Background: an optimization exercise with open tools, aiming at small area, a short achievable clock period and few clock cycles per item. Do not read the settings as production practice. Function was not checked in any run shown here: the RTL went through the layout flow alone. Power figures rest on the tool's default switching activity, not on a simulated workload.

File: design.v
`default_nettype none
package etach_pkg;
	localparam int SPAN_W      = 17;
	localparam int RATE_W      = 20;
	localparam int REV_W       = 20;
	localparam int ELAPSED_W   = 24;
	localparam int PADDR_W     = 3;
	localparam int PDATA_W     = 32;
	localparam logic [SPAN_W-1:0]    SPAN_RESET  = 17'd65535;
	localparam logic [RATE_W-1:0]    RATE_RESET  = 20'd62500;
	localparam logic [REV_W-1:0]     REV_MAX     = 20'd1000000;
	localparam logic [ELAPSED_W-1:0] ELAPSED_MAX = 24'hFFFFFF;
	localparam logic REG_SPAN = 1'b0;
	localparam logic REG_RATE = 1'b1;
	localparam logic OP_OVERFLOW = 1'b0;
	localparam logic OP_EDGE     = 1'b1;
	typedef struct packed {
		logic channel;
		logic ovf_sat;
	} meas_tag_t;
endpackage
`default_nettype wire
`default_nettype none
module etach_fifo #(
	parameter int WIDTH = 8,
	parameter int DEPTH = 2
) (
	input  wire              clk,
	input  wire              arst_n,
	input  wire              push,
	input  wire  [WIDTH-1:0] wdata,
	input  wire              pop,
	output logic [WIDTH-1:0] rdata,
	output logic             full,
	output logic             empty
);
	localparam int PTR_W = (DEPTH > 1) ? $clog2(DEPTH) : 1;
	localparam int CNT_W = $clog2(DEPTH + 1);
	logic [WIDTH-1:0] mem_q [DEPTH];
	logic [PTR_W-1:0] wr_ptr_q;
	logic [PTR_W-1:0] rd_ptr_q;
	logic [CNT_W-1:0] count_q;
	assign full  = (count_q == CNT_W'(DEPTH));
	assign empty = (count_q == '0);
	assign rdata = mem_q[rd_ptr_q];
	always_ff @(posedge clk) begin
		if (push) begin
			mem_q[wr_ptr_q] <= wdata;
		end
	end
	always_ff @(posedge clk or negedge arst_n) begin
		if (!arst_n) begin
			wr_ptr_q <= '0;
			rd_ptr_q <= '0;
			count_q  <= '0;
		end else begin
			if (push) begin
				wr_ptr_q <= (wr_ptr_q == PTR_W'(DEPTH - 1)) ? '0 : wr_ptr_q + 1'b1;
			end
			if (pop) begin
				rd_ptr_q <= (rd_ptr_q == PTR_W'(DEPTH - 1)) ? '0 : rd_ptr_q + 1'b1;
			end
			if (push && !pop) begin
				count_q <= count_q + 1'b1;
			end else if (pop && !push) begin
				count_q <= count_q - 1'b1;
			end
		end
	end
endmodule
`default_nettype wire
`default_nettype none
import etach_pkg::*;
module etach_front #(
	parameter int CAPTURE_BITS  = 16,
	parameter int OVERFLOW_BITS = 8
) (
	input  wire                      clk,
	input  wire                      arst_n,
	input  wire                      in_valid,
	output logic                     in_ready,
	input  wire                      operation,
	input  wire                      channel,
	input  wire  [CAPTURE_BITS-1:0]  capture,
	input  wire                      p_take,       
	input  wire                      p_idle_next,  
	output logic                     f_meas,
	output logic                     m_channel,
	output logic                     m_ovf_sat,
	output logic [OVERFLOW_BITS-1:0] m_ovf,
	output logic [CAPTURE_BITS:0]    m_diff        
);
	localparam logic [OVERFLOW_BITS-1:0] OVF_MAX = {OVERFLOW_BITS{1'b1}};
	logic                     f_valid_q;
	logic                     f_op_q;
	logic                     f_ch_q;
	logic [CAPTURE_BITS-1:0]  f_cap_q;
	logic                     in_ready_q;
	logic [CAPTURE_BITS-1:0]  last_q [2];
	logic [OVERFLOW_BITS-1:0] ovf_q  [2];
	logic [1:0]               seen_q;
	logic [1:0]               seen_next;
	logic                     f_go;
	logic                     f_meas_next;
	assign in_ready = in_ready_q;
	assign f_meas    = f_valid_q && f_op_q && seen_q[f_ch_q];
	assign f_go      = f_valid_q && (!f_meas || p_take);
	assign m_channel = f_ch_q;
	assign m_ovf     = ovf_q[f_ch_q];
	assign m_ovf_sat = (ovf_q[f_ch_q] == OVF_MAX);
	assign m_diff    = {1'b0, f_cap_q} - {1'b0, last_q[f_ch_q]};
	always_comb begin
		seen_next = seen_q;
		if (f_go && f_op_q) begin
			seen_next[f_ch_q] = 1'b1;
		end
	end
	assign f_meas_next = in_ready_q ? (in_valid && operation && seen_next[channel])
	                                : (f_meas && !p_take);
	always_ff @(posedge clk or negedge arst_n) begin
		if (!arst_n) begin
			f_valid_q  <= 1'b0;
			in_ready_q <= 1'b1;
			seen_q     <= '0;
		end else begin
			if (in_ready_q) begin
				f_valid_q <= in_valid;
			end else if (f_go) begin
				f_valid_q <= 1'b0;
			end
			in_ready_q <= !f_meas_next || p_idle_next;
			seen_q     <= seen_next;
		end
	end
	always_ff @(posedge clk) begin
		if (in_ready_q) begin
			f_op_q  <= operation;
			f_ch_q  <= channel;
			f_cap_q <= capture;
		end
		if (f_go) begin
			for (int c = 0; c < 2; c++) begin
				if (!f_op_q) begin
					if (ovf_q[c] != OVF_MAX) begin
						ovf_q[c] <= ovf_q[c] + 1'b1;
					end
				end else if (f_ch_q == c[0]) begin
					last_q[c] <= f_cap_q;
					ovf_q[c]  <= '0;
				end
			end
		end
	end
endmodule
`default_nettype wire
`default_nettype none
import etach_pkg::*;
module etach_back #(
	parameter int CAPTURE_BITS  = 16,
	parameter int OVERFLOW_BITS = 8
) (
	input  wire                                 clk,
	input  wire                                 arst_n,
	input  wire  [etach_pkg::SPAN_W-1:0]        counter_span,
	input  wire  [etach_pkg::RATE_W-1:0]        rate_numerator,
	input  wire                                 f_meas,
	input  wire                                 m_channel,
	input  wire                                 m_ovf_sat,
	input  wire  [OVERFLOW_BITS-1:0]            m_ovf,
	input  wire  [CAPTURE_BITS:0]               m_diff,
	output logic                                p_take,
	output logic                                p_idle_next,
	output logic                                out_valid,
	input  wire                                 out_ready,
	output logic                                result_channel,
	output logic [etach_pkg::REV_W-1:0]         revolutions,
	output logic [etach_pkg::ELAPSED_W-1:0]     elapsed_ticks,
	output logic                                saturated
);
	localparam int ACC_W = 26;   
	localparam int SP_W  = SPAN_W + OVERFLOW_BITS - 1;
	localparam int BL_W  = 5;
	function automatic logic [BL_W-1:0] msb24(input logic [23:0] v);
		logic [31:0] w;
		logic [15:0] a;
		logic [7:0]  b;
		logic [3:0]  c;
		logic [1:0]  d;
		logic [4:0]  p;
		w    = {8'd0, v};
		p[4] = |w[31:16];
		a    = p[4] ? w[31:16] : w[15:0];
		p[3] = |a[15:8];
		b    = p[3] ? a[15:8] : a[7:0];
		p[2] = |b[7:4];
		c    = p[2] ? b[7:4] : b[3:0];
		p[1] = |c[3:2];
		d    = p[1] ? c[3:2] : c[1:0];
		p[0] = d[1];
		msb24 = p;
	endfunction
	logic [RATE_W-1:0] rm1;
	logic [BL_W-1:0]   blr_q;      
	logic [BL_W-1:0]   blr1_q;     
	logic              rnz_q;      
	logic              rbig_q;     
	assign rm1 = rate_numerator - 1'b1;
	always_ff @(posedge clk) begin
		blr_q  <= (rm1 == '0) ? BL_W'(0) : msb24(24'(rm1)) + 1'b1;
		blr1_q <= (rm1 == '0) ? BL_W'(1) : msb24(24'(rm1)) + 2'd2;
		rnz_q  <= (rate_numerator != '0);
		rbig_q <= (rate_numerator > REV_MAX);
	end
	logic                     p_idle_q, p_mul_q, p_rdy_q;
	logic                     p_ch_q, p_sat_q;
	logic signed [ACC_W-1:0]  p_acc_q;
	logic [SP_W-1:0]          p_sp_q;
	logic [OVERFLOW_BITS-1:0] p_ovf_q;
	logic [3:0]               p_m;
	logic                     p_zero, p_one, p_big;       
	logic                     p_load;
	logic                     p_norm;
	logic                     d_take;
	logic d_take_c;
	assign p_take = p_idle_q || (p_rdy_q && d_take_c);
	assign p_load = f_meas && p_take;
	assign p_norm = p_mul_q && (p_ovf_q[OVERFLOW_BITS-1:1] == '0);
	assign p_idle_next = !p_load && p_take;
	logic             n_neg, n_big, n_zero, n_one, n_div;
	logic [BL_W-1:0]  n_p;
	logic [BL_W:0]    n_dd;
	logic [3:0]       n_m;
	always_comb begin
		n_neg    = p_acc_q[ACC_W-1];
		n_big    = !n_neg && p_acc_q[ACC_W-2];
		n_p      = msb24(p_acc_q[23:0]);
		n_zero   = n_neg || (!n_big && (p_acc_q[23:0] == '0));
		n_one    = !n_neg && !n_big && (p_acc_q[23:0] == 24'd1);
		n_dd     = {1'b0, blr1_q} - {1'b0, n_p};
		n_div    = !n_neg && !n_big && rnz_q && (n_p != '0) && ({1'b0, n_p} < {1'b0, blr_q});
		n_m      = n_div ? n_dd[4:1] : 4'd0;
	end
	always_ff @(posedge clk or negedge arst_n) begin
		if (!arst_n) begin
			p_idle_q <= 1'b1;
			p_mul_q  <= 1'b0;
			p_rdy_q  <= 1'b0;
		end else begin
			if (p_load) begin
				p_idle_q <= 1'b0;
				p_mul_q  <= (m_ovf != '0);
				p_rdy_q  <= (m_ovf == '0);
			end else if (p_rdy_q && d_take) begin
				p_idle_q <= 1'b1;
				p_rdy_q  <= 1'b0;
			end else if (p_norm) begin
				p_mul_q  <= 1'b0;
				p_rdy_q  <= 1'b1;
			end
		end
	end
	assign p_m    = n_m;
	assign p_zero = n_zero;
	assign p_one  = n_one;
	assign p_big  = n_big;
	always_ff @(posedge clk) begin
		if (p_load) begin
			p_ch_q  <= m_channel;
			p_sat_q <= m_ovf_sat;
			p_acc_q <= {{(ACC_W-CAPTURE_BITS-1){m_diff[CAPTURE_BITS]}}, m_diff};
			p_sp_q  <= SP_W'(counter_span);
			p_ovf_q <= m_ovf;
		end else begin
			p_acc_q <= p_acc_q + (p_ovf_q[0] ? ACC_W'(p_sp_q) : ACC_W'(0));
			p_sp_q  <= p_sp_q << 1;
			p_ovf_q <= p_ovf_q >> 1;
		end
	end
	logic              d_idle_q, d_run_q, d_done_q;
	logic              d_ch_q, d_sat_q;
	logic [23:0]       d_t_q;
	logic [21:0]       d_t3_q;
	logic [RATE_W-1:0] d_rem_q;
	logic [RATE_W-1:0] d_q_q;
	logic [RATE_W-1:0] d_qp_q;
	logic [3:0]        d_j_q;
	logic [1:0]        d_nb_q;
	logic              out_free;
	logic              d_last;
	logic              d_xfer;
	logic [RATE_W-1:0] h_rem;
	logic [RATE_W-1:0] h_qp;
	logic [1:0]        h_nb;
	logic [3:0]        h_mm1;
	logic [23:0]       h_t;
	assign h_t   = p_zero ? 24'd0 : (p_big ? ELAPSED_MAX : p_acc_q[23:0]);
	assign h_mm1 = p_m - 4'd1;
	assign h_rem = rm1 >> {p_m, 1'b0};
	assign h_nb  = 2'(rm1 >> {h_mm1, 1'b0});
	always_comb begin
		if (p_zero) begin
			h_qp = REV_MAX;
		end else if (p_one) begin
			h_qp = rbig_q ? REV_MAX : rate_numerator;
		end else begin
			h_qp = RATE_W'(rnz_q);
		end
	end
	logic [22:0] s_sh, s_1, s_2, s_3;
	logic [1:0]  s_dig;
	logic [RATE_W-1:0] s_rem;
	logic [RATE_W-1:0] s_q, s_qp;
	always_comb begin
		s_sh = {1'b0, d_rem_q, d_nb_q};
		s_1  = s_sh - {3'b0, d_t_q[19:0]};
		s_2  = s_sh - {2'b0, d_t_q[19:0], 1'b0};
		s_3  = s_sh - {1'b0, d_t3_q};
		s_rem = !s_2[22] ? (!s_3[22] ? s_3[RATE_W-1:0] : s_2[RATE_W-1:0])
		                 : (!s_1[22] ? s_1[RATE_W-1:0] : s_sh[RATE_W-1:0]);
		s_dig = {!s_2[22], !s_3[22] || (!s_1[22] && s_2[22])};
		s_q  = {d_q_q[RATE_W-3:0], s_dig};
		s_qp = !s_3[22] ? {d_qp_q[RATE_W-3:0], 2'b00}
		                : {d_q_q[RATE_W-3:0], s_dig + 2'd1};
	end
	logic              out_valid_q;
	logic              out_ch_q;
	logic [REV_W-1:0]  out_rev_q;
	logic [23:0]       out_el_q;
	logic              out_sat_q;
	assign out_free = !out_valid_q || out_ready;
	assign d_last   = d_run_q && (d_j_q == 4'd0);
	assign d_xfer   = (d_last || d_done_q) && out_free;
	assign d_take   = d_idle_q || d_xfer;
	assign d_take_c = d_idle_q || ((d_last || d_done_q) && !out_valid_q);
	logic d_load_s;
	assign d_load_s = p_rdy_q && (d_idle_q || d_last || d_done_q);
	logic d_load;
	assign d_load = p_rdy_q && d_take;
	always_ff @(posedge clk or negedge arst_n) begin
		if (!arst_n) begin
			d_idle_q    <= 1'b1;
			d_run_q     <= 1'b0;
			d_done_q    <= 1'b0;
			out_valid_q <= 1'b0;
		end else begin
			if (d_load) begin
				d_idle_q <= 1'b0;
				d_run_q  <= (p_m != 4'd0);
				d_done_q <= (p_m == 4'd0);
			end else if (d_xfer) begin
				d_idle_q <= 1'b1;
				d_run_q  <= 1'b0;
				d_done_q <= 1'b0;
			end else if (d_last) begin
				d_run_q  <= 1'b0;
				d_done_q <= 1'b1;
			end
			if (d_xfer) begin
				out_valid_q <= 1'b1;
			end else if (out_ready) begin
				out_valid_q <= 1'b0;
			end
		end
	end
	always_ff @(posedge clk) begin
		if (d_load) begin
			d_ch_q  <= p_ch_q;
			d_sat_q <= p_sat_q || p_big || p_zero || (p_one && rbig_q);
			d_t_q   <= h_t;
			d_t3_q  <= 22'(p_acc_q[19:0]) + {1'b0, p_acc_q[19:0], 1'b0};
			d_qp_q  <= h_qp;
		end else if (d_run_q) begin
			d_qp_q  <= s_qp;
		end
		if (d_load_s) begin
			d_rem_q <= h_rem;
			d_q_q   <= '0;
			d_j_q   <= h_mm1;
			d_nb_q  <= h_nb;
		end else begin
			d_rem_q <= s_rem;
			d_q_q   <= s_q;
			d_j_q   <= d_j_q - 4'd1;
			d_nb_q  <= 2'(rm1 >> {d_j_q - 4'd1, 1'b0});
		end
		if (d_xfer) begin
			out_ch_q  <= d_ch_q;
			out_rev_q <= d_run_q ? s_qp : d_qp_q;
			out_el_q  <= d_t_q;
			out_sat_q <= d_sat_q;
		end
	end
	assign out_valid      = out_valid_q;
	assign result_channel = out_ch_q;
	assign revolutions    = out_rev_q;
	assign elapsed_ticks  = out_el_q;
	assign saturated      = out_sat_q;
endmodule
`default_nettype wire
`default_nettype none
import etach_pkg::*;
module edge_period_tachometer #(
	parameter int CHANNELS      = 2,
	parameter int CAPTURE_BITS  = 16,
	parameter int OVERFLOW_BITS = 8
) (
	input  wire                                 clk,
	input  wire                                 arst_n,
	input  wire                                 psel,
	input  wire                                 penable,
	input  wire                                 pwrite,
	input  wire  [etach_pkg::PADDR_W-1:0]       paddr,
	input  wire  [etach_pkg::PDATA_W-1:0]       pwdata,
	output logic [etach_pkg::PDATA_W-1:0]       prdata,
	output logic                                pready,
	input  wire                                 in_valid,
	output logic                                in_ready,
	input  wire                                 operation,
	input  wire                                 channel,
	input  wire  [CAPTURE_BITS-1:0]             capture,
	output logic                                out_valid,
	input  wire                                 out_ready,
	output logic                                result_channel,
	output logic [etach_pkg::REV_W-1:0]         revolutions,
	output logic [etach_pkg::ELAPSED_W-1:0]     elapsed_ticks,
	output logic                                saturated
);
	logic [SPAN_W-1:0]        span_q;
	logic [RATE_W-1:0]        rate_q;
	logic [RATE_W-1:0]        rdata_q;
	logic                     cfg_wr;
	logic                     p_take;
	logic                     p_idle_next;
	logic                     f_meas;
	logic                     m_channel;
	logic                     m_ovf_sat;
	logic [OVERFLOW_BITS-1:0] m_ovf;
	logic [CAPTURE_BITS:0]    m_diff;
	assign pready = 1'b1;
	assign cfg_wr = psel && penable && pwrite;
	always_ff @(posedge clk or negedge arst_n) begin
		if (!arst_n) begin
			span_q <= SPAN_RESET;
			rate_q <= RATE_RESET;
		end else if (cfg_wr) begin
			case (paddr[2])
				REG_SPAN: span_q <= pwdata[SPAN_W-1:0];
				REG_RATE: rate_q <= pwdata[RATE_W-1:0];
				default: begin
				end
			endcase
		end
	end
	always_ff @(posedge clk) begin
		case (paddr[2])
			REG_SPAN: rdata_q <= RATE_W'(span_q);
			default:  rdata_q <= rate_q;
		endcase
	end
	assign prdata = PDATA_W'(rdata_q);
	etach_front #(
		.CAPTURE_BITS  (CAPTURE_BITS),
		.OVERFLOW_BITS (OVERFLOW_BITS)
	) u_front (
		.clk         (clk),
		.arst_n      (arst_n),
		.in_valid    (in_valid),
		.in_ready    (in_ready),
		.operation   (operation),
		.channel     (channel),
		.capture     (capture),
		.p_take      (p_take),
		.p_idle_next (p_idle_next),
		.f_meas      (f_meas),
		.m_channel   (m_channel),
		.m_ovf_sat   (m_ovf_sat),
		.m_ovf       (m_ovf),
		.m_diff      (m_diff)
	);
	etach_back #(
		.CAPTURE_BITS  (CAPTURE_BITS),
		.OVERFLOW_BITS (OVERFLOW_BITS)
	) u_back (
		.clk            (clk),
		.arst_n         (arst_n),
		.counter_span   (span_q),
		.rate_numerator (rate_q),
		.f_meas         (f_meas),
		.m_channel      (m_channel),
		.m_ovf_sat      (m_ovf_sat),
		.m_ovf          (m_ovf),
		.m_diff         (m_diff),
		.p_take         (p_take),
		.p_idle_next    (p_idle_next),
		.out_valid      (out_valid),
		.out_ready      (out_ready),
		.result_channel (result_channel),
		.revolutions    (revolutions),
		.elapsed_ticks  (elapsed_ticks),
		.saturated      (saturated)
	);
endmodule
`default_nettype wire
File: run.sh
#!/bin/bash
# synth_recipe.tcl (not shown) runs the flow's synth.tcl, then flattens the netlist and writes it again
# the make line also repeats each setting of config.mk as NAME=value (left out here)
make -C /OpenROAD-flow-scripts/flow DESIGN_CONFIG=/design/flow/config.mk WORK_HOME=/design/flow/orfs CLKGATE_MAP_FILE= SYNTH_SCRIPT=/design/flow/synth_recipe.tcl finish
File: config.mk
export PLATFORM = sky130hd
export DESIGN_NAME = edge_period_tachometer
export DESIGN_NICKNAME = edge_period_tachometer
export VERILOG_FILES = /design/flow/design.v
export SDC_FILE = /design/flow/constraint.sdc
export NUM_CORES = 4
export LEC_CHECK = 0
export CAP_MARGIN = 20
export CORE_MARGIN = 2
export CORE_UTILIZATION = 40
export SETUP_SLACK_MARGIN = 4.0
export SLEW_MARGIN = 20
File: constraint.sdc
create_clock -name core_clock -period 7.0 [get_ports {clk}]
set_input_delay 1.4000 -clock core_clock [delete_from_list [all_inputs] [get_ports {clk}]]
set_output_delay 1.4000 -clock core_clock [all_outputs]
set_load 0.01 [all_outputs]
==> metrics list, run 1 <==
* Total number of yosys warnings: 5
* Final HPWL from detailed placement: 42,100 um
- The number of slew-limit violations in the final report came to 0.
- Num ports: 141
- The initialized floorplan defines 84 standard-cell rows.
* Clock insertion delay at the later pin of the skew report: 590 ps
- Setup repair after global routing could not meet its margin everywhere.
* VDD IR max: 214 uV
* GRT Resource Usage Total: 21.8%
- Sequential cells were found to cover 43.3% of the synthesized design area.
- The first detailed-routing pass ran for 5 iterations.
- Worst hold-check slack: 421 ps
- Number of H-tree levels: 2
- Worst slew slack as a fraction of its limit: 31.4%
- DRT antenna net count: 0
- Vias post-DR: 17,400
- The library cell used most frequently in the layout, excluding fill and tap cells, is edfxtp_1.
* Highest cell delay on the worst timing path: 570 ps
* FF/Latch Area: 9240 sq um
* Worst Max-Slew Pin Slew: 1030 ps
- The worst setup path is launched from a flip-flop.
* Synth cell types: 97
- Initial antenna violation count: 0
* Share of layout cells above drive strength 1: 26.9%
* Detailed Route WL: 62,100 um
- Total area of multi-input combinational cells: 13,100 sq um
- After filler insertion, the fill cell instance count of the layout stands at 4,547.
* Share of synthesized flip-flops with an asynchronous set or reset: 13.2%
- Total count of hold-check failures in the final report: 0
* Die width: 234 um
* Die Ht: 234 um
- Crit path max fanout: 5
* Clock buffer depth: 3
* DRC errors left: 0
- CTS saw 364 sinks.
- After clock tree synthesis, the clock-pin slew on the worst setup and hold paths is 60 ps.
* Initial Utilization: 40.4%
- The die covers 54,800 sq um.
* Pin count of the biggest net entering global routing: 64
- Wire length per cell: 19.9 um
* Number of global-route vias before repair: 16,900
* Final min period: 4180 ps
- In this run the worst hold path is classified as flip-flop to flip-flop.
- Ordered list of cells on the worst path: or4_4 -> o211ai_4 -> inv_2 -> a221oi_4 -> a311oi_2 -> a211oi_2 -> fa_2 -> nor3_4 -> mux4_2 -> nor2b_1 -> o221a_1 -> nor4_2
* Non-Filler Cell Area, Final: 27,900 sq um
- Setup CP Type: flip-flop to flip-flop
- Overall power consumption: 15,100 uW
- The first global-routing pass estimated 93,800 um of wire.
* Total Neg Setup Slack: 0 ps
- DRC violation total after the first TritonRoute iteration: 1,181
- Once placement finished, the instance area stood at 23,300 sq um.
- Dividing the detail-routed via count by the number of cells gives 5.55.
* Clock tree skew after final layout: 21.4 ps
* Net count, final: 2,619
- Dividing total power by cell area gives a power density of 540 nW/um^2.
- Derived from the worst setup path, the maximum achievable clock frequency is 0.239 GHz.
* Setup-failing EPs final: 0
- The cell count after synthesis came out at 2,142.
- The cell sitting at the root of the clock tree is a clkbuf_16.
- At the end of routability-driven placement, the weighted congestion stood at 0.939.
- Clock buffers created by TritonCTS: 41
- Average footprint of a synthesized cell: 9.90 sq um
- Hold buffer count at cts: 0
* Number of enable flip-flop cells after synthesis: 162
- Crit. End Element: flip-flop
- Fraction of the cycle the final worst path needs: 59.7%
* IO Port Bufs: 113
- Netlist area before placement: 21,200 sq um
- Among all flip-flop cells after synthesis, the most frequent one is edfxtp_1.
- In the layout the commonest cells are edfxtp_1 (162), nand2_1 (161), nor2_1 (146), dfxtp_1 (136), ha_1 (134).
- TritonCTS clock tree: yes
- The flow ran to the end and the layout has no timing, DRC or antenna violations.
* Total congestion overflow: 0
- On the critical path, the stage with the largest delay is an instance of mux4_2.
- Max-cap viol count: 0
- Endpoint required time on the critical path: 7490 ps
* Static leakage power: 0.0113 uW
- The repair_antennas step left the layout with diodes totalling 0.
- Synthesis inferred 364 register bits.
- The region available for standard cell placement spans 52,400 sq um.
- For the worst setup path, the data arrival time is 4670 ps.
- From synthesis to final layout, the design area changed by 31.8%.
## flip-flops by register name, indices dropped and copies added, names as in the netlist, 20 cells and up
| name | cells |
|---|---|
| u_front.last_q | 32 |
| u_back.p_acc_q | 26 |
| u_back.d_t_q | 24 |
| u_back.out_el_q | 24 |
| u_back.p_sp_q | 24 |
| u_back.d_t3_q | 22 |
| rate_q | 20 |
| rdata_q | 20 |
| u_back.d_qp_q | 20 |
| u_back.d_rem_q | 20 |
| u_back.out_rev_q | 20 |
## worst max-delay path: cells and delay by family, from the launching register on
family	cells	cell delay, ps
and+or+nand+nor	4	1230
buffers and inverters	1	120
muxes	1	570
AOI/OAI and AO/OA	5	1280
adders and majority gates	1	540
DFF	1	340
## metal layers
metal	global-route usage, %	routed length [um]	up-vias
met5	0	0	-
li1	-	-	8286
met3	2.89	2890	137
met4	8.19	2160	0
met2	36.5	29800	499
met1	28.8	27300	8432
## Yosys cell counts, types with 68 or more instances
library cell	number	area, sq um
nor2_1	162	608
mux2i_1	73	731
edfxtp_1	162	4860
a21oi_1	105	526
inv_1	120	450
ha_1	146	1830
nand2_1	189	709
dfxtp_1	154	3080
xnor2_1	75	657
o21ai_0	90	450
mux2_2	68	766
## what timing repair did
action,CTS,global route
resized for setup,279,132
hold endpoints to repair,0,0
gates cloned,10,1
pin swaps,122,96
setup buffers,114,45
setup endpoints to repair,232,120
## power by group
part           internal (uW)  switching [uW]  total (uW)
combinational           4170            4810        8970
clock                   1270             938        2210
sequential              3190             713        3900
total                   8630            6460       15100
## final cells by class
| cell class | count | area share [%] |
|---|---|---|
| clock inverters | 19 | 0.856 |
| flip-flops and latches | 364 | 33.1 |
| well taps | 688 | 3.08 |
| multi-input cells | 1584 | 47.0 |
| inverters | 124 | 1.72 |
| clock buffers | 57 | 4.07 |
| repair buffers | 291 | 10.2 |
## stage by stage
| stage | worst slack [ps] | cells | utilization [%] |
|---|---|---|---|
| floorplan | 3120 | 2153 | - |
| global placement | 1950 | 2881 | 44.4 |
| detailed placement | 1890 | 2881 | 44.4 |
| CTS | 2900 | 3081 | 51.4 |
| global route | 2700 | 3127 | 53.3 |
| finish | 2820 | 3127 | 53.3 |
## final timing paths
check / slack, ps / start / to / depth (start not counted)
max in group asynchronous: 5600 / arst_n / rate_q[8] / 2
min in group asynchronous: 930 / arst_n / span_q[16] / 2
min: 420 / u_back.d_t_q[23] / u_back.out_el_q[23] / 0
min reg2reg: 420 / u_back.d_t_q[23] / u_back.out_el_q[23] / 0
max: 2820 / u_back.p_acc_q[11] / u_back.d_rem_q[2] / 12
max reg2reg: 2820 / u_back.p_acc_q[11] / u_back.d_rem_q[2] / 12
## cell families (layout without fill, tap and decap cells)
logic type | count (synthesis) | after routing | synth area share (%)
flops | 364 | 364 | 43.3
simple gates | 653 | 656 | 15.1
buf+inv | 211 | 491 | 4.05
xor+xnor | 120 | 120 | 4.99
other cells | 2 | 13 | 0.0354
compound gates | 496 | 499 | 16.0
fa+ha+maj | 153 | 153 | 9.28
mux | 143 | 143 | 7.27
==> run 2: changes to the inputs <==
--- a/design.v
+++ b/design.v
@@ -217,6 +217,6 @@
 	logic [SP_W-1:0]          p_sp_q;
 	logic [OVERFLOW_BITS-1:0] p_ovf_q;
-	logic [3:0]               p_m;
-	logic                     p_zero, p_one, p_big;       
+	logic [3:0]               p_m_q;
+	logic                     p_zero_q, p_one_q, p_big_q;
 	logic                     p_load;
 	logic                     p_norm;
@@ -225,5 +225,5 @@
 	assign p_take = p_idle_q || (p_rdy_q && d_take_c);
 	assign p_load = f_meas && p_take;
-	assign p_norm = p_mul_q && (p_ovf_q[OVERFLOW_BITS-1:1] == '0);
+	assign p_norm = p_mul_q && (p_ovf_q == '0);
 	assign p_idle_next = !p_load && p_take;
 	logic             n_neg, n_big, n_zero, n_one, n_div;
@@ -249,6 +249,6 @@
 			if (p_load) begin
 				p_idle_q <= 1'b0;
-				p_mul_q  <= (m_ovf != '0);
-				p_rdy_q  <= (m_ovf == '0);
+				p_mul_q  <= 1'b1;
+				p_rdy_q  <= 1'b0;
 			end else if (p_rdy_q && d_take) begin
 				p_idle_q <= 1'b1;
@@ -260,8 +260,4 @@
 		end
 	end
-	assign p_m    = n_m;
-	assign p_zero = n_zero;
-	assign p_one  = n_one;
-	assign p_big  = n_big;
 	always_ff @(posedge clk) begin
 		if (p_load) begin
@@ -276,4 +272,8 @@
 			p_ovf_q <= p_ovf_q >> 1;
 		end
+		p_m_q    <= n_m;
+		p_zero_q <= n_zero;
+		p_one_q  <= n_one;
+		p_big_q  <= n_big;
 	end
 	logic              d_idle_q, d_run_q, d_done_q;
@@ -294,12 +294,12 @@
 	logic [3:0]        h_mm1;
 	logic [23:0]       h_t;
-	assign h_t   = p_zero ? 24'd0 : (p_big ? ELAPSED_MAX : p_acc_q[23:0]);
-	assign h_mm1 = p_m - 4'd1;
-	assign h_rem = rm1 >> {p_m, 1'b0};
+	assign h_t   = p_zero_q ? 24'd0 : (p_big_q ? ELAPSED_MAX : p_acc_q[23:0]);
+	assign h_mm1 = p_m_q - 4'd1;
+	assign h_rem = rm1 >> {p_m_q, 1'b0};
 	assign h_nb  = 2'(rm1 >> {h_mm1, 1'b0});
 	always_comb begin
-		if (p_zero) begin
+		if (p_zero_q) begin
 			h_qp = REV_MAX;
-		end else if (p_one) begin
+		end else if (p_one_q) begin
 			h_qp = rbig_q ? REV_MAX : rate_numerator;
 		end else begin
@@ -346,6 +346,6 @@
 			if (d_load) begin
 				d_idle_q <= 1'b0;
-				d_run_q  <= (p_m != 4'd0);
-				d_done_q <= (p_m == 4'd0);
+				d_run_q  <= (p_m_q != 4'd0);
+				d_done_q <= (p_m_q == 4'd0);
 			end else if (d_xfer) begin
 				d_idle_q <= 1'b1;
@@ -366,5 +366,5 @@
 		if (d_load) begin
 			d_ch_q  <= p_ch_q;
-			d_sat_q <= p_sat_q || p_big || p_zero || (p_one && rbig_q);
+			d_sat_q <= p_sat_q || p_big_q || p_zero_q || (p_one_q && rbig_q);
 			d_t_q   <= h_t;
 			d_t3_q  <= 22'(p_acc_q[19:0]) + {1'b0, p_acc_q[19:0], 1'b0};
==> metrics list, run 2 <==
- The worst setup path is launched from a flip-flop.
- Initial Utilization: 40.6% (+0.18 points)
* Die Ht: 235 um (+0.51%)
- Crit path max fanout: 6 (+1)
- The number of global-route vias before repair is 16,600 (-1.5%).
* FF/Latch Area: 9380 sq um (+1.4%)
- Total Neg Setup Slack: 0 ps (unchanged)
- VDD IR max: 169 uV (-21%)
- Final HPWL from detailed placement: 41,200 um (-2.1%)
- CTS placed an instance of clkbuf_16 at the clock tree root.
* Unrepaired setup endpoints after global routing: true
- The pin count of the biggest net entering global routing was 49 (-23%).
* Sequential share of the synthesized area: 43.5% (+0.20 points)
- The power density over the cells is 326 nW/um^2 (-40%).
- The worst slack after detailed placement was 2520 ps (+630 ps).
* Number of max-slew violations in the final report: 0 (unchanged)
- The final setup violation count is 0 (unchanged).
- The post-detailed-route DRC marker count came to 0 (unchanged).
* GRT Resource Usage Total: 21.3% (-0.54 points)
- Ordered list of cells on the worst path: or4_4 -> or3_4 -> nor4_4 -> xnor2_2 -> nand4_4 -> or2b_4 -> a2bb2oi_4 -> a21oi_1 -> nand2_2 -> ha_4 -> xor2_1 -> nor2_1
- The post-route clock period utilization was 46.4% (-13 points).
* Total count of hold-check failures in the final report: 0 (unchanged)
- Average footprint of a synthesized cell: 10.0 sq um (+1.3%)
* Fill cell count: 4,732 (+4.1%)
* TritonCTS clock tree: yes
* Worst hold path type: flip-flop to flip-flop
- The final routed wirelength across all metal layers is 61,700 um (-0.67%).
- After global routing, the most crowded layer is met2.
- The core area was 52,800 sq um (+0.60%).
- The flip-flop count of the largest register after layout came to 32 (unchanged).
- First-pass iteration count of the detailed router: 5 (unchanged)
* Clk sink count: 371 (+1.9%)
- DRC violation total after the first TritonRoute iteration: 945 (-20%)
- Fin util: 52.1% (-1.1 points)
- For this run, the leading register cell type out of synthesis is edfxtp_1.
- Netlist area before placement: 21,400 sq um (+1.1%)
- Fraction of synthesized cell area taken by the top area cell type: 22.7% (-0.24 points)
* Met3 routing resource usage after global routing: 3.10% (+0.20 points)
- IO Port Bufs: 113 (unchanged)
* Highest cell delay on the worst timing path: 490 ps (-80 ps)
- The post-route worst hold slack came to 423 ps (+2.25 ps).
* Number of enable flip-flop cells after synthesis: 162 (unchanged)
* Total congestion overflow: 0 (unchanged)
- Global-route wire length before repair: 93,600 um (-0.18%)
- Worst Max-Slew Pin Slew: 1080 ps (+54.4 ps)
- The register bit total from synthesis is 371 (+1.9%).
* Area overhead of the layout relative to synthesis: 28.4%
- The post-route minimum period came to 3250 ps (-933 ps).
- The total CTS buffers was 43 (+4.9%).
* Crit path max-delay cell type: or4_4
* Wire length per cell: 19.9 um (+0.29%)
* Top reg by flops: u_front.last_q
- The commonest cells after synthesis are nor2_1 (181), nand2_1 (173), edfxtp_1 (162), dfxtp_1 (161), ha_1 (148).
* DRT antenna net count: 0 (unchanged)
* Routed via count divided by cell count: 5.53 (-0.40%)
- The total of warnings raised by yosys came to 5 (unchanged).
* Clock-pin slew reported for the worst setup and hold paths after clock tree synthesis: 60 ps (about the same)
- STA classifies the critical path endpoint as a flip-flop.
- The row count is 84 (unchanged).
- Initial antenna violation count: 0 (unchanged)
- Clock buffer depth: 3 (unchanged)
- The library cell used most frequently in the layout, excluding fill and tap cells, is nor2_1.
- Hold buffer count at cts: 0 (unchanged)
* Antenna diode count: 0 (unchanged)
- Most frequent cells in the layout: nor2_1 (168), edfxtp_1 (162), nand2_1 (161), dfxtp_1 (144), ha_1 (131)
- Synthesized netlist cell count: 2,136 (-0.28%)
- The share of layout cells above drive strength 1 is 25.4% (-1.5 points).
- The critical path in this run is classified as flip-flop to flip-flop.
- The width of the die came to 235 um (+0.51%).
- The minimum setup slack in the final design came to 3750 ps (+933 ps).
- The count of pins on the block boundary came to 141 (unchanged).
- Library cell with the highest instance count after synthesis: nor2_1
* Run status: timing/DRC/antenna clean
- Endpoint required time on the critical path: 7460 ps (-30 ps)
- The routability congestion estimate was 0.905 (-3.6%).
- Die outline area: 55,400 sq um (+1.0%)
- Clock tree skew after final layout: 22.9 ps (+1.45 ps)
- The post-synthesis cell type count came to 99 (+2.1%).
* Post-synthesis cell type with the largest combined area: edfxtp_1
* GR Layer Usage met1: 28.5% (-0.33 points)
- The area taken by multi-input logic gates is 12,700 sq um (-3.1%).
- The number of vias in the routed layout came to 17,100 (-1.4%).
- The fraction of registers with async set or reset after synthesis came to 12.9% (-0.25 points).
- The normalized max-slew margin came to 27.8% (-3.6 points).
- The fmax was 0.308 GHz (+29%).
- Cells taking the most area after synthesis: edfxtp_1 (23%), dfxtp_1 (15%), ha_1 (8.6%)
- Global-route met2 utilization: 35.6% (-0.82 points)
* Static leakage power: 0.0109 uW (-3.1%)
* Max-cap viol count: 0 (unchanged)
- The worst endpoint data arrival time is 3700 ps (-970 ps).
* Number of H-tree levels: 2 (unchanged)
- The number of nets in the layout is 2,594 (-0.95%).
- Clock insertion delay at the later pin of the skew report: 580 ps (about the same)
* Biggest regs: u_front.last_q: 32 flops, u_back.p_acc_q: 26 flops
-- run 2: cell types whose count changed in the layout (fill, tap and decap cells not counted), sizes merged, moves of 12 or more --
| cell | change |
|---|---|
| a21oi | +16 |
| buf | -15 |
| inv | -12 |
| mux2i | -15 |
| mux4 | +13 |
| nand2 | -17 |
| nor2 | +18 |
-- run 2: logic make-up (layout without fill, tap and decap cells) --
group / Yosys count / after routing / synth area share [%]
AO/OA/AOI/OAI: 483 / 484 / 14.9
XOR/XNOR: 123 / 123 / 5.03
adder cells (fa/ha/maj): 155 / 155 / 9.30
buffers and inverters: 212 / 469 / 4.25
flip-flops: 371 / 371 / 43.5
multiplexers: 136 / 136 / 7.62
other: 2 / 13 / 0.0351
AND/OR/NAND/NOR: 654 / 658 / 15.3
-- run 2: cell type report --
class | count | share of cell area [%]
Multi-Input combinational cell | 1569 | 46.3
Sequential cell | 371 | 34.1
Timing Repair Buffer | 278 | 9.88
Inverter | 116 | 1.65
Clock buffer | 50 | 4.04
Clock inverter | 25 | 0.946
Tap cell | 688 | 3.13
-- run 2: worst paths after layout --
path	from	end	slack, ps	depth (start not counted)
worst max-delay path	rate_q[11]	u_back.blr1_q[3]	3750	12
worst min-delay path	u_back.d_t_q[23]	u_back.out_el_q[23]	420	0
worst max register to register	rate_q[11]	u_back.blr1_q[3]	3750	12
worst min register to register	u_back.d_t_q[23]	u_back.out_el_q[23]	420	0
max in group asynchronous	arst_n	rate_q[3]	5560	2
min in group asynchronous	arst_n	rate_q[16]	940	2
-- run 2: stage by stage --
| step | cell area [sq um] | instances | power, uW |
|---|---|---|---|
| after floorplan | 21600 | 2147 | 4880 |
| after global placement | 23200 | 2869 | 5530 |
| after detailed placement | 23200 | 2869 | 5590 |
| after CTS | 26300 | 3039 | 8440 |
| after global routing | 27500 | 3097 | 9410 |
| final | 27500 | 3097 | 8950 |
-- run 2: critical path: cells and delay by family (launching register included) --
family          cells  cell delay (ps)
compound gates      2              350
flops               1              430
xor+xnor            2              350
fa+ha+maj           1              160
simple gates        7             1870
-- run 2: where the power goes --
group	internal (uW)	total [uW]	switching, uW
sequential	2540	2840	302
clock	1320	2230	911
combinational	1930	3880	1950
total	5790	8950	3170
-- run 2: timing repair --
action                                  CTS  global route
endpoints found under the hold margin     0             0
cloned                                   11             4
buffers inserted                         84            54
resized for setup                       200           171
pin swaps                                45            86
endpoints found under the setup margin  268           104
-- run 2: routing by layer --
metal	routed length, um	share of wire (%)	up-vias
li1	-	-	8205
met5	0	0	-
met1	27400	44	8326
met3	3050	4.9	117
met4	2070	3.4	0
met2	29200	47	471
==> run 3: changes to the inputs <==
--- a/design.v
+++ b/design.v
@@ -180,33 +180,10 @@
 	localparam int ACC_W = 26;   
 	localparam int SP_W  = SPAN_W + OVERFLOW_BITS - 1;
-	localparam int BL_W  = 5;
-	function automatic logic [BL_W-1:0] msb24(input logic [23:0] v);
-		logic [31:0] w;
-		logic [15:0] a;
-		logic [7:0]  b;
-		logic [3:0]  c;
-		logic [1:0]  d;
-		logic [4:0]  p;
-		w    = {8'd0, v};
-		p[4] = |w[31:16];
-		a    = p[4] ? w[31:16] : w[15:0];
-		p[3] = |a[15:8];
-		b    = p[3] ? a[15:8] : a[7:0];
-		p[2] = |b[7:4];
-		c    = p[2] ? b[7:4] : b[3:0];
-		p[1] = |c[3:2];
-		d    = p[1] ? c[3:2] : c[1:0];
-		p[0] = d[1];
-		msb24 = p;
-	endfunction
+	localparam int MAXD  = RATE_W / 2;   
 	logic [RATE_W-1:0] rm1;
-	logic [BL_W-1:0]   blr_q;      
-	logic [BL_W-1:0]   blr1_q;     
 	logic              rnz_q;      
 	logic              rbig_q;     
 	assign rm1 = rate_numerator - 1'b1;
 	always_ff @(posedge clk) begin
-		blr_q  <= (rm1 == '0) ? BL_W'(0) : msb24(24'(rm1)) + 1'b1;
-		blr1_q <= (rm1 == '0) ? BL_W'(1) : msb24(24'(rm1)) + 2'd2;
 		rnz_q  <= (rate_numerator != '0);
 		rbig_q <= (rate_numerator > REV_MAX);
@@ -217,6 +194,4 @@
 	logic [SP_W-1:0]          p_sp_q;
 	logic [OVERFLOW_BITS-1:0] p_ovf_q;
-	logic [3:0]               p_m_q;
-	logic                     p_zero_q, p_one_q, p_big_q;
 	logic                     p_load;
 	logic                     p_norm;
@@ -225,19 +200,31 @@
 	assign p_take = p_idle_q || (p_rdy_q && d_take_c);
 	assign p_load = f_meas && p_take;
-	assign p_norm = p_mul_q && (p_ovf_q == '0);
+	assign p_norm = p_mul_q && (p_ovf_q[OVERFLOW_BITS-1:1] == '0);
 	assign p_idle_next = !p_load && p_take;
-	logic             n_neg, n_big, n_zero, n_one, n_div;
-	logic [BL_W-1:0]  n_p;
-	logic [BL_W:0]    n_dd;
-	logic [3:0]       n_m;
+	logic              n_neg, n_big, n_zero, n_one, n_div;
+	logic [MAXD:1]     n_ge;
+	logic [MAXD:0]     n_hot;
+	logic [21:0]       n_first;
+	logic [3:0]        n_mm1;
 	always_comb begin
-		n_neg    = p_acc_q[ACC_W-1];
-		n_big    = !n_neg && p_acc_q[ACC_W-2];
-		n_p      = msb24(p_acc_q[23:0]);
-		n_zero   = n_neg || (!n_big && (p_acc_q[23:0] == '0));
-		n_one    = !n_neg && !n_big && (p_acc_q[23:0] == 24'd1);
-		n_dd     = {1'b0, blr1_q} - {1'b0, n_p};
-		n_div    = !n_neg && !n_big && rnz_q && (n_p != '0) && ({1'b0, n_p} < {1'b0, blr_q});
-		n_m      = n_div ? n_dd[4:1] : 4'd0;
+		n_neg  = p_acc_q[ACC_W-1];
+		n_big  = !n_neg && p_acc_q[ACC_W-2];
+		n_zero = n_neg || (!n_big && (p_acc_q[23:0] == '0));
+		n_one  = !n_neg && !n_big && (p_acc_q[23:0] == 24'd1);
+		n_div  = !n_neg && !n_big && rnz_q && (p_acc_q[23:1] != '0);
+		for (int k = 1; k <= MAXD; k++) begin
+			n_ge[k] = n_div && (p_acc_q[23:0] <= 24'(rm1 >> (2 * (k - 1))));
+		end
+		n_hot[0] = !n_ge[1];
+		for (int k = 1; k < MAXD; k++) begin
+			n_hot[k] = n_ge[k] && !n_ge[k+1];
+		end
+		n_hot[MAXD] = n_ge[MAXD];
+		n_first = '0;
+		n_mm1   = '0;
+		for (int k = 1; k <= MAXD; k++) begin
+			n_first = n_first | ({22{n_hot[k]}} & 22'(rm1 >> (2 * (k - 1))));
+			n_mm1   = n_mm1   | ({4{n_hot[k]}} & 4'(k - 1));
+		end
 	end
 	always_ff @(posedge clk or negedge arst_n) begin
@@ -249,6 +236,6 @@
 			if (p_load) begin
 				p_idle_q <= 1'b0;
-				p_mul_q  <= 1'b1;
-				p_rdy_q  <= 1'b0;
+				p_mul_q  <= (m_ovf != '0);
+				p_rdy_q  <= (m_ovf == '0);
 			end else if (p_rdy_q && d_take) begin
 				p_idle_q <= 1'b1;
@@ -272,8 +259,4 @@
 			p_ovf_q <= p_ovf_q >> 1;
 		end
-		p_m_q    <= n_m;
-		p_zero_q <= n_zero;
-		p_one_q  <= n_one;
-		p_big_q  <= n_big;
 	end
 	logic              d_idle_q, d_run_q, d_done_q;
@@ -294,12 +277,12 @@
 	logic [3:0]        h_mm1;
 	logic [23:0]       h_t;
-	assign h_t   = p_zero_q ? 24'd0 : (p_big_q ? ELAPSED_MAX : p_acc_q[23:0]);
-	assign h_mm1 = p_m_q - 4'd1;
-	assign h_rem = rm1 >> {p_m_q, 1'b0};
-	assign h_nb  = 2'(rm1 >> {h_mm1, 1'b0});
+	assign h_t   = n_zero ? 24'd0 : (n_big ? ELAPSED_MAX : p_acc_q[23:0]);
+	assign h_mm1 = n_mm1;
+	assign h_rem = n_first[21:2];
+	assign h_nb  = n_first[1:0];
 	always_comb begin
-		if (p_zero_q) begin
+		if (n_zero) begin
 			h_qp = REV_MAX;
-		end else if (p_one_q) begin
+		end else if (n_one) begin
 			h_qp = rbig_q ? REV_MAX : rate_numerator;
 		end else begin
@@ -316,10 +299,20 @@
 		s_2  = s_sh - {2'b0, d_t_q[19:0], 1'b0};
 		s_3  = s_sh - {1'b0, d_t3_q};
-		s_rem = !s_2[22] ? (!s_3[22] ? s_3[RATE_W-1:0] : s_2[RATE_W-1:0])
-		                 : (!s_1[22] ? s_1[RATE_W-1:0] : s_sh[RATE_W-1:0]);
-		s_dig = {!s_2[22], !s_3[22] || (!s_1[22] && s_2[22])};
+		if (!s_3[22]) begin
+			s_dig = 2'd3;
+			s_rem = s_3[RATE_W-1:0];
+		end else if (!s_2[22]) begin
+			s_dig = 2'd2;
+			s_rem = s_2[RATE_W-1:0];
+		end else if (!s_1[22]) begin
+			s_dig = 2'd1;
+			s_rem = s_1[RATE_W-1:0];
+		end else begin
+			s_dig = 2'd0;
+			s_rem = s_sh[RATE_W-1:0];
+		end
 		s_q  = {d_q_q[RATE_W-3:0], s_dig};
-		s_qp = !s_3[22] ? {d_qp_q[RATE_W-3:0], 2'b00}
-		                : {d_q_q[RATE_W-3:0], s_dig + 2'd1};
+		s_qp = (s_dig == 2'd3) ? {d_qp_q[RATE_W-3:0], 2'b00}
+		                       : {d_q_q[RATE_W-3:0], s_dig + 2'd1};
 	end
 	logic              out_valid_q;
@@ -346,6 +339,6 @@
 			if (d_load) begin
 				d_idle_q <= 1'b0;
-				d_run_q  <= (p_m_q != 4'd0);
-				d_done_q <= (p_m_q == 4'd0);
+				d_run_q  <= n_ge[1];
+				d_done_q <= !n_ge[1];
 			end else if (d_xfer) begin
 				d_idle_q <= 1'b1;
@@ -366,5 +359,5 @@
 		if (d_load) begin
 			d_ch_q  <= p_ch_q;
-			d_sat_q <= p_sat_q || p_big_q || p_zero_q || (p_one_q && rbig_q);
+			d_sat_q <= p_sat_q || n_big || n_zero || (n_one && rbig_q);
 			d_t_q   <= h_t;
 			d_t3_q  <= 22'(p_acc_q[19:0]) + {1'b0, p_acc_q[19:0], 1'b0};
==> flow/run.sh (new file) <==
#!/bin/bash
# The standard layout, with plain buffers on the ports instead of the
# delay buffers buffer_ports picks by default.
set -euo pipefail
export BUFFER_PORTS_ARGS="-buffer_cell sky130_fd_sc_hd__buf_1"
bash standard.sh > standard_flow.log 2>&1
==> standard.sh (new file) <==
#!/bin/bash
# synth_recipe.tcl (not shown) runs the flow's synth.tcl, then flattens the netlist and writes it again
# the make line also repeats each setting of config.mk as NAME=value (left out here)
make -C /OpenROAD-flow-scripts/flow DESIGN_CONFIG=/design/flow/config.mk WORK_HOME=/design/flow/orfs CLKGATE_MAP_FILE= SYNTH_SCRIPT=/design/flow/synth_recipe.tcl "${@:-finish}"
--- a/config.mk
+++ b/config.mk
@@ -8,5 +8,7 @@
 export CAP_MARGIN = 20
 export CORE_MARGIN = 2
-export CORE_UTILIZATION = 40
+export CORE_UTILIZATION = 55
+export CTS_BUF_LIST = sky130_fd_sc_hd__clkbuf_8
+export CTS_CLUSTER_SIZE = 30
 export SETUP_SLACK_MARGIN = 4.0
 export SLEW_MARGIN = 20
removed: run.sh
==> metrics list, run 3 <==
- Top reg by flops: u_front.last_q
* Share of total power in combinational logic: 47.4% (+4.0 points)
- The total CTS buffers was 59 (+37%).
- The fraction of registers with async set or reset after synthesis was 13.6% (+0.62 points).
* Commonest cells in the synthesized netlist: ha_1 (232), a21oi_1 (171), nand2_1 (168), edfxtp_1 (162), nor2_1 (160)
- The wire length of the first global-routing pass is 119,000 um (+27%).
- Worst path top cell family by delay: simple AND/OR/NAND/NOR gates
- The cell depth of the worst hold path is 2 (+2).
* Number of cell rows: 76 (-9.5%)
- The total standard cell area after synthesis was 23,700 sq um (+11%).
* VDD IR max: 249 uV (+47%)
* Cells taking the most area after synthesis: edfxtp_1 (21%), ha_1 (12%), dfxtp_1 (12%)
* DRC violation total after the first TritonRoute iteration: 1,636 (+73%)
- The worst slack after detailed placement is 1480 ps (-1040 ps).
- R2R cell count: 18 (+6)
* Setup CP Type: flip-flop to flip-flop
- Die width: 212 um (-10%)
- The normalized max-slew margin was 26.9% (-0.94 points).
- Switching power as a share of total power: 40.1% (+4.7 points)
* Ordered list of cells on the worst path: nor3_4 -> and4_4 -> nand2_4 -> or3_4 -> xnor2_4 -> inv_6 -> ha_4 -> a21o_1 -> a21oi_2 -> or3b_4 -> o31a_1 -> maj3_2 -> a211oi_2 -> buf_6 -> buf_2 -> o31a_1 -> nand4b_1 -> o31a_1
- In this design, the critical path's most frequently occurring cell is o31a_1.
* Most frequent cells in the layout: ha_1 (208), nand2_1 (162), buf_4 (162), edfxtp_1 (162), nor2_1 (150)
* Fin util: 70.0% (+18 points)
- The power density over the cells was 288 nW/um^2 (-11%).
* Total congestion overflow: 0 (unchanged)
- The total of max-cap violations is 0 (unchanged).
- Non-Filler Cell Area, Final: 29,900 sq um (+8.8%)
- Final HPWL from detailed placement: 54,300 um (+32%)
* Pin count of the biggest net entering global routing: 62 (+27%)
* Clock power share: 20.5% (-4.4 points)
- The die height is 212 um (-10%).
* Most frequent standard cell in the layout excluding fill and tap cells: ha_1
- The total of warnings raised by yosys was 5 (unchanged).
- The synthesized instance count came to 2,459 (+15%).
* Crit path max-delay cell type: dfrtp_2
- The maximum clock path buffer count was 3 (unchanged).
- The clock-pin slew reported for the worst setup and hold paths after clock tree synthesis came to 60 ps (about the same).
- Flip-flop count of the largest register after layout: 32 (unchanged)
- Final min period: 4700 ps (+1450 ps)
- The worst endpoint data arrival time was 5240 ps (+1540 ps).
- Buffers & Inverters on Critical Path: 3 (+3)
* Library cell with the highest instance count after synthesis: ha_1
- Static leakage power: 0.0120 uW (+9.8%)
- Vias post-DR: 21,600 (+26%)
- Number of H-tree levels: 2 (unchanged)
- Crit. End Element: flip-flop
* Fraction of the cycle the final worst path needs: 67.2% (+21 points)
* DRC errors left: 0 (unchanged)
- Average footprint of a synthesized cell: 9.64 sq um (-3.9%)
- The share of layout cells above drive strength 1 came to 27.2% (+1.9 points).
* Setup-failing EPs final: 0 (unchanged)
- Detailed Route WL: 81,600 um (+32%)
- IO Port Bufs: 113 (unchanged)
- DRT antenna net count: 0 (unchanged)
- Number of global-route vias before repair: 20,700 (+25%)
- Unrepaired setup endpoints after global routing: true
* Routed via count divided by cell count: 6.40 (+16%)
- Switching Power: 3460 uW (+9.2%)
- The count of pins on the block boundary is 141 (unchanged).
* Critical path depth: 18 (+6)
- Run status: timing/DRC/antenna clean
* Die outline area: 44,800 sq um (-19%)
- Placed cell areas: 24,900 sq um (+7.4%)
* Crit path max fanout: 7 (+1)
* Highest cell delay on the worst timing path: 460 ps (-30 ps)
- Initial Utilization: 55.4% (+15 points)
- Clk sink count: 354 (-4.6%)
- In this run the clock root is driven by a clkbuf_8.
* Initial antenna violation count: 1 (+1)
- Worst Max-Slew Pin Slew: 1090 ps (+8.40 ps)
- TritonCTS built the clock tree.
- Register share of total power: 32.1% (+0.4 points)
- Clock tree skew after final layout: 38.7 ps (+15.8 ps)
* Total Neg Setup Slack: 0 ps (unchanged)
- Non-filler cells in the finished layout: 3,378 (+9.1%)
- Total count of hold-check failures in the final report: 0 (unchanged)
- The sequential cell area fraction in the yosys report came to 37.9% (-5.6 points).
- The cell count after placement came to 3,062 (+6.7%).
- GRT Resource Usage Total: 35.0% (+14 points)
- Number of enable flip-flop cells after synthesis: 162 (unchanged)
- The fmax was 0.213 GHz (-31%).
* Wire length per cell: 24.2 um (+21%)
- The portion of synthesized cell area occupied by the leading cell type came to 20.5% (-2.2 points).
- The design internal power came to 5170 uW (-11%).
- The endpoint required time on the critical path is 7540 ps (+80 ps).
- Count of state elements after synthesis: 354 (-4.6%)
- Among all flip-flop cells after synthesis, the most frequent one is edfxtp_1.
* Number of max-slew violations in the final report: 0 (unchanged)
- Synth cell types: 105 (+6.1%)
- The worst hold path belongs to the class flip-flop to flip-flop.
* Net count, final: 3,078 (+19%)
- In the final layout, the registers with the most flip-flops are u_front.last_q: 32 flops, u_back.p_acc_q: 26 flops.
- The core area came to 42,800 sq um (-19%).
- The minimum setup slack in the final design came to 2300 ps (-1450 ps).
- Compared with the post-synthesis result, the final layout area differs by 26.3%.
* RD Place Congestion: 0.981 (+8.3%)
- The clock latency reported for the late side of the worst-skew pair is 690 ps (+110 ps).
- Post-synthesis cell type with the largest combined area: edfxtp_1
- Startpoint type of the worst setup path: flip-flop
- First-pass iteration count of the detailed router: 6 (+1)
[run 3: cell types whose count changed after synthesis, moves of 17 or more]
cell / change
nand3_1: +39
nor3_1: +28
a21oi_1: +51
dfxtp_1: -17
ha_1: +84
nor2_1: -21
o21ai_0: +36
[run 3: power by group through the flow]
| stage | Sequential, uW | Clock (uW) | Combinational (uW) |
|---|---|---|---|
| after CTS | 2730 | 1800 | 3530 |
| after detailed placement | 2780 | 0 | 3070 |
| after global placement | 2770 | 0 | 3000 |
| after floorplan | 2630 | 0 | 2390 |
| after global routing | 2790 | 1890 | 4400 |
| final | 2770 | 1770 | 4080 |
[run 3: layout make-up]
| class | count | area (sq um) |
|---|---|---|
| diodes | 1 | 2.50 |
| fillers | 3267 | 12900 |
| inverters | 128 | 510 |
| clock buffers | 68 | 936 |
| repair inverters | 2 | 11.3 |
| repair buffers | 342 | 2570 |
| clock inverters | 44 | 213 |
| flip-flops and latches | 354 | 9050 |
| multi-input cells | 1893 | 16000 |
| well taps | 546 | 683 |
[run 3: final timing paths]
path	start	end	slack (ps)
min in group asynchronous	arst_n	rate_q[7]	820
max	rate_q[3]	u_back.d_nb_q[1]	2300
min reg2reg	u_back.p_sp_q[14]	u_back.p_sp_q[15]	430
max reg2reg	rate_q[3]	u_back.d_nb_q[1]	2300
max in group asynchronous	arst_n	rate_q[1]	5700
min	u_back.p_sp_q[14]	u_back.p_sp_q[15]	430
[run 3: metal layers]
layer / up-vias / GRT usage, % / share of wire, %
met5: - / 0 / 0
met1: 10500 / 44.0 / 39
met4: 0 / 20.8 / 6.7
met2: 1006 / 56.7 / 47
met3: 313 / 5.96 / 7.6
li1: 9842 / - / -
[run 3: cell families (layout without fill, tap and decap cells)]
kind of cell             after synthesis  in the layout  share of synthesized area [%]
AND/OR/NAND/NOR                      730            734                           15.9
multiplexers                         107            107                           5.04
AO/OA/AOI/OAI                        670            670                           19.0
flip-flops                           354            354                           37.9
buffers and inverters                227            584                           3.90
other                                  2             14                         0.0317
XOR/XNOR                             119            119                           4.98
adder cells (fa/ha/maj)              250            250                           13.3
[run 3: what timing repair did]
item | 4_1_cts | 5_1_grt
setup buffers | 130 | 64
pin swaps | 83 | 123
hold buffers | 0 | 0
setup endpoints to repair | 235 | 171
resized for setup | 272 | 227
endpoints found under the hold margin | 0 | 0
gates cloned | 5 | 4
[run 3: worst min-delay path: cells and delay by family, from the launching register on]
family / cells / cell delay [ps]
DFF: 1 / 300
and+or+nand+nor: 2 / 90
[run 3: per-stage QoR]
step	hold slack [ps]	power, uW
4_1_cts	437	8050
5_1_grt	452	9080
3_3_place_gp	406	5770
2_1_floorplan	400	5020
3_5_place_dp	414	5850
6_report	433	8630

static timing again, ports no longer ideal:
The results above use ideal ports. As a check the final layouts listed here were re-extracted and re-timed, cells and wires unchanged.
Step 1 (the two cells are an assumption about what drives the block):
set clk [get_ports {clk}]
set_driving_cell -lib_cell sky130_fd_sc_hd__clkbuf_16 $clk
set_driving_cell -lib_cell sky130_fd_sc_hd__buf_2 [delete_from_list [all_inputs] $clk]
Step 2 times the ports against the registers' clock, not the clock port: input delays grow and output delays shrink by t, the midpoint of the rising clock arrivals with the driver on.
Three values: ideal, step 1, step 2; two values: the first two.
| run | shift t [ns] | setup slack, ns | worst hold slack (ns) |
|---|---|---|---|
| run 1 | 0.639 | 2.820 / 2.820 / 2.820 | 0.421 / 0.421 / 0.421 |
| run 2 | 0.624 | 3.753 / 3.753 / 3.457 | 0.423 / 0.423 / 0.423 |
| run 3 | 0.730 | 2.299 / 2.299 / 2.299 | 0.433 / 0.433 / 0.433 |
After both steps every run listed still meets setup and hold. For run 2, which loses most, drivers alone change the setup slack by 0.000 ns; drivers and shift together by -0.296 ns.
